This is an optimization exercise on Yosys and OpenROAD, whose aim is small area, not a production implementation. The RTL was checked by simulation tests, not by an equivalence proof against the original design. Power is estimated from default activity; no workload was simulated.

Design i2c_eeprom_target, start of the top module:
module i2c_eeprom_target #(
    parameter logic [6:0] DEV_ADDR    = 7'b1010001,
    parameter int         PAGE_SIZE   = 16,
    parameter int         MEM_DEPTH   = 256,
    parameter int         SYNC_STAGES = 2
) (
    input  logic       clk1,
    input  logic       reset,
    input  logic       scl_in,
    input  logic       sda_in,
    output logic       sda_oe,
    output logic       busy,
    output logic       wr_strobe,
    output logic [7:0] wr_addr,
    output logic [7:0] wr_data
);
    typedef enum logic [3:0] {
        S_IDLE, S_DEV_ADDR, S_DEV_ACK, S_WORD_ADDR, S_WORD_ACK,
        S_WR_DATA, S_WR_ACK, S_RD_DATA, S_RD_ACK, S_IGNORE
    } state_t;
    localparam logic [7:0] PAGE_MASK = 8'(PAGE_SIZE - 1);
    logic [SYNC_STAGES-1:0] scl_sync_q, sda_sync_q;
    logic                   scl_hist_q, sda_hist_q;
    logic                   scl_s, sda_s;
  ...
For scale: ~3,900 cells after synthesis, roughly 2,100 flip-flops, about 23 I/O pins, about 81,000 sq um of cells after synthesis.
==> module i2c_eeprom_target, before the edit <==
module i2c_eeprom_target #(
    parameter logic [6:0] DEV_ADDR    = 7'b1010001,
    parameter int         PAGE_SIZE   = 16,
    parameter int         MEM_DEPTH   = 256,
    parameter int         SYNC_STAGES = 2
) (
    input  logic       clk1,
    input  logic       reset,
    input  logic       scl_in,
    input  logic       sda_in,
    output logic       sda_oe,
    output logic       busy,
    output logic       wr_strobe,
    output logic [7:0] wr_addr,
    output logic [7:0] wr_data
);
    typedef enum logic [3:0] {
        S_IDLE, S_DEV_ADDR, S_DEV_ACK, S_WORD_ADDR, S_WORD_ACK,
        S_WR_DATA, S_WR_ACK, S_RD_DATA, S_RD_ACK, S_IGNORE
    } state_t;
    localparam logic [7:0] PAGE_MASK = 8'(PAGE_SIZE - 1);
    logic [SYNC_STAGES-1:0] scl_sync_q, sda_sync_q;
    logic                   scl_hist_q, sda_hist_q;
    logic                   scl_s, sda_s;
    logic                   scl_rise, scl_fall, start_det, stop_det;
    logic                   wp_s;
    state_t      state_q, state_d;
    logic [3:0]  bit_cnt_q, bit_cnt_d;
    logic [7:0]  shift_q, shift_d;
    logic [7:0]  ptr_q, ptr_d;
    logic        rw_q, rw_d;
    logic        sda_oe_q, sda_oe_d;
    logic        busy_q, busy_d;
    logic        wr_strobe_q, wr_strobe_d;
    logic [7:0]  wr_addr_q, wr_addr_d;
    logic [7:0]  wr_data_q, wr_data_d;
    logic        mem_we;
    logic [7:0]  mem_rdata_q;
    logic [7:0]  mem_q [MEM_DEPTH];
    logic [7:0]  rx_byte, page_next;
    always_ff @(posedge clk1) begin
        if (reset) begin
            scl_sync_q <= '1;
            sda_sync_q <= '1;
            scl_hist_q <= 1'b1;
            sda_hist_q <= 1'b1;
        end else begin
            scl_sync_q <= {scl_sync_q[SYNC_STAGES-2:0], scl_in};
            sda_sync_q <= {sda_sync_q[SYNC_STAGES-2:0], sda_in};
            scl_hist_q <= scl_sync_q[SYNC_STAGES-1];
            sda_hist_q <= sda_sync_q[SYNC_STAGES-1];
        end
    end
    assign wp_s = 1'b0;
    assign scl_s     = scl_sync_q[SYNC_STAGES-1];
    assign sda_s     = sda_sync_q[SYNC_STAGES-1];
    assign scl_rise  = ~scl_hist_q & scl_s;
    assign scl_fall  = scl_hist_q & ~scl_s;
    assign start_det = scl_hist_q & scl_s & sda_hist_q & ~sda_s;
    assign stop_det  = scl_hist_q & scl_s & ~sda_hist_q & sda_s;
    assign rx_byte   = {shift_q[6:0], sda_s};
    assign page_next = (ptr_q & ~PAGE_MASK) | ((ptr_q + 8'd1) & PAGE_MASK);
    always_ff @(posedge clk1) begin
        if (reset) begin
            state_q     <= S_IDLE;
            bit_cnt_q   <= 4'd0;
            shift_q     <= 8'd0;
            ptr_q       <= 8'd0;
            rw_q        <= 1'b0;
            sda_oe_q    <= 1'b0;
            busy_q      <= 1'b0;
            wr_strobe_q <= 1'b0;
            wr_addr_q   <= 8'd0;
            wr_data_q   <= 8'd0;
        end else begin
            state_q     <= state_d;
            bit_cnt_q   <= bit_cnt_d;
            shift_q     <= shift_d;
            ptr_q       <= ptr_d;
            rw_q        <= rw_d;
            sda_oe_q    <= sda_oe_d;
            busy_q      <= busy_d;
            wr_strobe_q <= wr_strobe_d;
            wr_addr_q   <= wr_addr_d;
            wr_data_q   <= wr_data_d;
        end
    end
    always_ff @(posedge clk1) begin
        if (mem_we) mem_q[ptr_q] <= rx_byte;
        else        mem_rdata_q  <= mem_q[ptr_q];
    end
    always_comb begin
        state_d     = state_q;
        bit_cnt_d   = bit_cnt_q;
        shift_d     = shift_q;
        ptr_d       = ptr_q;
        rw_d        = rw_q;
        sda_oe_d    = sda_oe_q;
        busy_d      = busy_q;
        wr_strobe_d = 1'b0;
        wr_addr_d   = wr_addr_q;
        wr_data_d   = wr_data_q;
        mem_we      = 1'b0;
        if (start_det) begin
            state_d   = S_DEV_ADDR;
            bit_cnt_d = 4'd0;
            busy_d    = 1'b1;
            sda_oe_d  = 1'b0;
        end else if (stop_det) begin
            state_d  = S_IDLE;
            busy_d   = 1'b0;
            sda_oe_d = 1'b0;
        end else begin
            case (state_q)
                S_DEV_ADDR, S_WORD_ADDR, S_WR_DATA: begin
                    if (scl_rise) begin
                        shift_d   = rx_byte;
                        bit_cnt_d = bit_cnt_q + 4'd1;
                        if (bit_cnt_q == 4'd7) begin
                            bit_cnt_d = 4'd0;
                            if (state_q == S_DEV_ADDR) begin
                                if (rx_byte[7:1] == DEV_ADDR) begin
                                    rw_d    = rx_byte[0];
                                    state_d = S_DEV_ACK;
                                end else begin
                                    state_d = S_IGNORE;
                                end
                            end else if (state_q == S_WORD_ADDR) begin
                                ptr_d   = rx_byte;
                                state_d = S_WORD_ACK;
                            end else if (wp_s) begin
                                state_d = S_IGNORE;
                            end else begin
                                mem_we      = ~reset;
                                wr_strobe_d = 1'b1;
                                wr_addr_d   = ptr_q;
                                wr_data_d   = rx_byte;
                                ptr_d       = page_next;
                                state_d     = S_WR_ACK;
                            end
                        end
                    end
                end
                S_DEV_ACK, S_WORD_ACK, S_WR_ACK: begin
                    if (scl_fall) begin
                        if (bit_cnt_q == 4'd0) begin
                            sda_oe_d  = 1'b1;
                            bit_cnt_d = 4'd1;
                        end else begin
                            sda_oe_d  = 1'b0;
                            bit_cnt_d = 4'd0;
                            if (state_q == S_DEV_ACK && rw_q) begin
                                state_d   = S_RD_DATA;
                                shift_d   = {mem_rdata_q[6:0], 1'b0};
                                sda_oe_d  = ~mem_rdata_q[7];
                                bit_cnt_d = 4'd1;
                            end else if (state_q == S_DEV_ACK) begin
                                state_d = S_WORD_ADDR;
                            end else begin
                                state_d = S_WR_DATA;
                            end
                        end
                    end
                end
                S_RD_DATA: begin
                    if (scl_fall) begin
                        if (bit_cnt_q == 4'd8) begin
                            sda_oe_d  = 1'b0;
                            bit_cnt_d = 4'd0;
                            state_d   = S_RD_ACK;
                        end else begin
                            sda_oe_d  = ~shift_q[7];
                            shift_d   = {shift_q[6:0], 1'b0};
                            bit_cnt_d = bit_cnt_q + 4'd1;
                        end
                    end
                end
                S_RD_ACK: begin
                    if (scl_rise && bit_cnt_q == 4'd0) begin
                        if (!sda_s) begin
                            ptr_d     = ptr_q + 8'd1;
                            bit_cnt_d = 4'd1;
                        end else begin
                            state_d = S_IGNORE;
                        end
                    end else if (scl_fall && bit_cnt_q == 4'd1) begin
                        state_d   = S_RD_DATA;
                        shift_d   = {mem_rdata_q[6:0], 1'b0};
                        sda_oe_d  = ~mem_rdata_q[7];
                        bit_cnt_d = 4'd1;
                    end
                end
                S_IDLE, S_IGNORE: sda_oe_d = 1'b0;
                default:          state_d = S_IDLE;
            endcase
        end
    end
    always_comb begin
        sda_oe    = sda_oe_q;
        busy      = busy_q;
        wr_strobe = wr_strobe_q;
        wr_addr   = wr_addr_q;
        wr_data   = wr_data_q;
    end
endmodule
export LEC_CHECK = 0
export CAP_MARGIN = 20
export CORE_MARGIN = 2
export CORE_UTILIZATION = 40
export SLEW_MARGIN = 20
create_clock -name core_clock -period 10.0 [get_ports {clk1}]
run.sh (not shown) runs the stock make flow with config.mk's settings and CLKGATE_MAP_FILE= SYNTH_SCRIPT=/design/flow/synth_recipe.tcl, a recipe that flattens the netlist after the stock synthesis.
The baseline completed with no timing, DRC or antenna violations.
Next try:
--- a/flow/design.v
+++ b/flow/design.v
@@ -25,5 +25,4 @@
     logic                   scl_s, sda_s;
     logic                   scl_rise, scl_fall, start_det, stop_det;
-    logic                   wp_s;
     state_t      state_q, state_d;
     logic [3:0]  bit_cnt_q, bit_cnt_d;
@@ -34,10 +33,14 @@
     logic        busy_q, busy_d;
     logic        wr_strobe_q, wr_strobe_d;
-    logic [7:0]  wr_addr_q, wr_addr_d;
-    logic [7:0]  wr_data_q, wr_data_d;
+    logic        wr_valid_q, wr_valid_d;
     logic        mem_we;
+    logic [7:0]  rx_byte, page_next;
+    logic [8*MEM_DEPTH-1:0] ring_q;
+    logic [7:0]  head_idx_q;
+    logic [7:0]  last_addr_q, last_data_q;
+    logic [7:0]  head_byte;
     logic [7:0]  mem_rdata_q;
-    logic [7:0]  mem_q [MEM_DEPTH];
-    logic [7:0]  rx_byte, page_next;
+    logic        prefetch;
+    logic        hit_prev_q;
     always_ff @(posedge clk1) begin
         if (reset) begin
@@ -53,5 +56,4 @@
         end
     end
-    assign wp_s = 1'b0;
     assign scl_s     = scl_sync_q[SYNC_STAGES-1];
     assign sda_s     = sda_sync_q[SYNC_STAGES-1];
@@ -66,5 +68,4 @@
             state_q     <= S_IDLE;
             bit_cnt_q   <= 4'd0;
-            shift_q     <= 8'd0;
             ptr_q       <= 8'd0;
             rw_q        <= 1'b0;
@@ -72,10 +73,8 @@
             busy_q      <= 1'b0;
             wr_strobe_q <= 1'b0;
-            wr_addr_q   <= 8'd0;
-            wr_data_q   <= 8'd0;
+            wr_valid_q  <= 1'b0;
         end else begin
             state_q     <= state_d;
             bit_cnt_q   <= bit_cnt_d;
-            shift_q     <= shift_d;
             ptr_q       <= ptr_d;
             rw_q        <= rw_d;
@@ -83,11 +82,24 @@
             busy_q      <= busy_d;
             wr_strobe_q <= wr_strobe_d;
-            wr_addr_q   <= wr_addr_d;
-            wr_data_q   <= wr_data_d;
-        end
-    end
-    always_ff @(posedge clk1) begin
-        if (mem_we) mem_q[ptr_q] <= rx_byte;
-        else        mem_rdata_q  <= mem_q[ptr_q];
+            wr_valid_q  <= wr_valid_d;
+        end
+    end
+    always_ff @(posedge clk1) shift_q <= shift_d;
+    always_ff @(posedge clk1) begin
+        if (mem_we) begin
+            last_addr_q <= ptr_q;
+            last_data_q <= rx_byte;
+        end
+    end
+    assign head_byte = (head_idx_q == last_addr_q) ? last_data_q : ring_q[7:0];
+    always_ff @(posedge clk1) begin
+        ring_q     <= {head_byte, ring_q[8*MEM_DEPTH-1:8]};
+        head_idx_q <= head_idx_q + 8'd1;
+    end
+    assign prefetch = (state_q == S_RD_DATA) || (state_q == S_RD_ACK && bit_cnt_q == 4'd0);
+    always_ff @(posedge clk1) begin
+        hit_prev_q <= (head_idx_q == ptr_q);
+        if (prefetch ? hit_prev_q : (head_idx_q == ptr_q))
+            mem_rdata_q <= head_byte;
     end
     always_comb begin
@@ -100,6 +112,5 @@
         busy_d      = busy_q;
         wr_strobe_d = 1'b0;
-        wr_addr_d   = wr_addr_q;
-        wr_data_d   = wr_data_q;
+        wr_valid_d  = wr_valid_q;
         mem_we      = 1'b0;
         if (start_det) begin
@@ -130,11 +141,8 @@
                                 ptr_d   = rx_byte;
                                 state_d = S_WORD_ACK;
-                            end else if (wp_s) begin
-                                state_d = S_IGNORE;
                             end else begin
                                 mem_we      = ~reset;
                                 wr_strobe_d = 1'b1;
-                                wr_addr_d   = ptr_q;
-                                wr_data_d   = rx_byte;
+                                wr_valid_d  = 1'b1;
                                 ptr_d       = page_next;
                                 state_d     = S_WR_ACK;
@@ -201,6 +209,6 @@
         busy      = busy_q;
         wr_strobe = wr_strobe_q;
-        wr_addr   = wr_addr_q;
-        wr_data   = wr_data_q;
+        wr_addr   = last_addr_q & {8{wr_valid_q}};
+        wr_data   = last_data_q & {8{wr_valid_q}};
     end
 endmodule
=> The changed run passed the timing, DRC and antenna checks. Synthesized area goes down by 45%. Hold slack degrades by 110 ps. Clock-buffer cell count rises by 6. Die area goes down by 45%. Core utilization climbs by 2.6 points. Final area went down by 42%. Sequential cell count came out higher by 10. Via count decreases by 59%. Critical path depth went down by 5. Sequential power drops by 11%. Clock power falls by 10%. Wire length is lower by 76%. Clock skew falls by 24 ps. Fmax is higher by 32%.

-- static timing again, ports no longer ideal --
The flow's constraints put no driver on any port. The routed layouts listed below were extracted and timed again, unchanged, in two steps.
Step 1 (the two cells are an assumption about what drives the block):
set clk [get_ports {clk1}]
set_driving_cell -lib_cell sky130_fd_sc_hd__clkbuf_16 $clk
set_driving_cell -lib_cell sky130_fd_sc_hd__buf_2 [delete_from_list [all_inputs] $clk]
Step 2 also shifts input and output timing later by t, the mid clock arrival at the registers, as if the neighbouring blocks saw the same clock.
a / b / c = ideal / step 1 / step 2; a / b = the first two.
run	t (ns)	setup WS [ns]	worst setup path at the end
the first run	0.893	4.668 / 4.726 / 3.834	input to register
the second run	0.783	5.948 / 5.884 / 5.967	input to register
After both steps setup and hold are still met in every run listed. For the first run, which loses most, drivers alone change the setup slack by +0.058 ns; drivers and shift together by -0.834 ns.
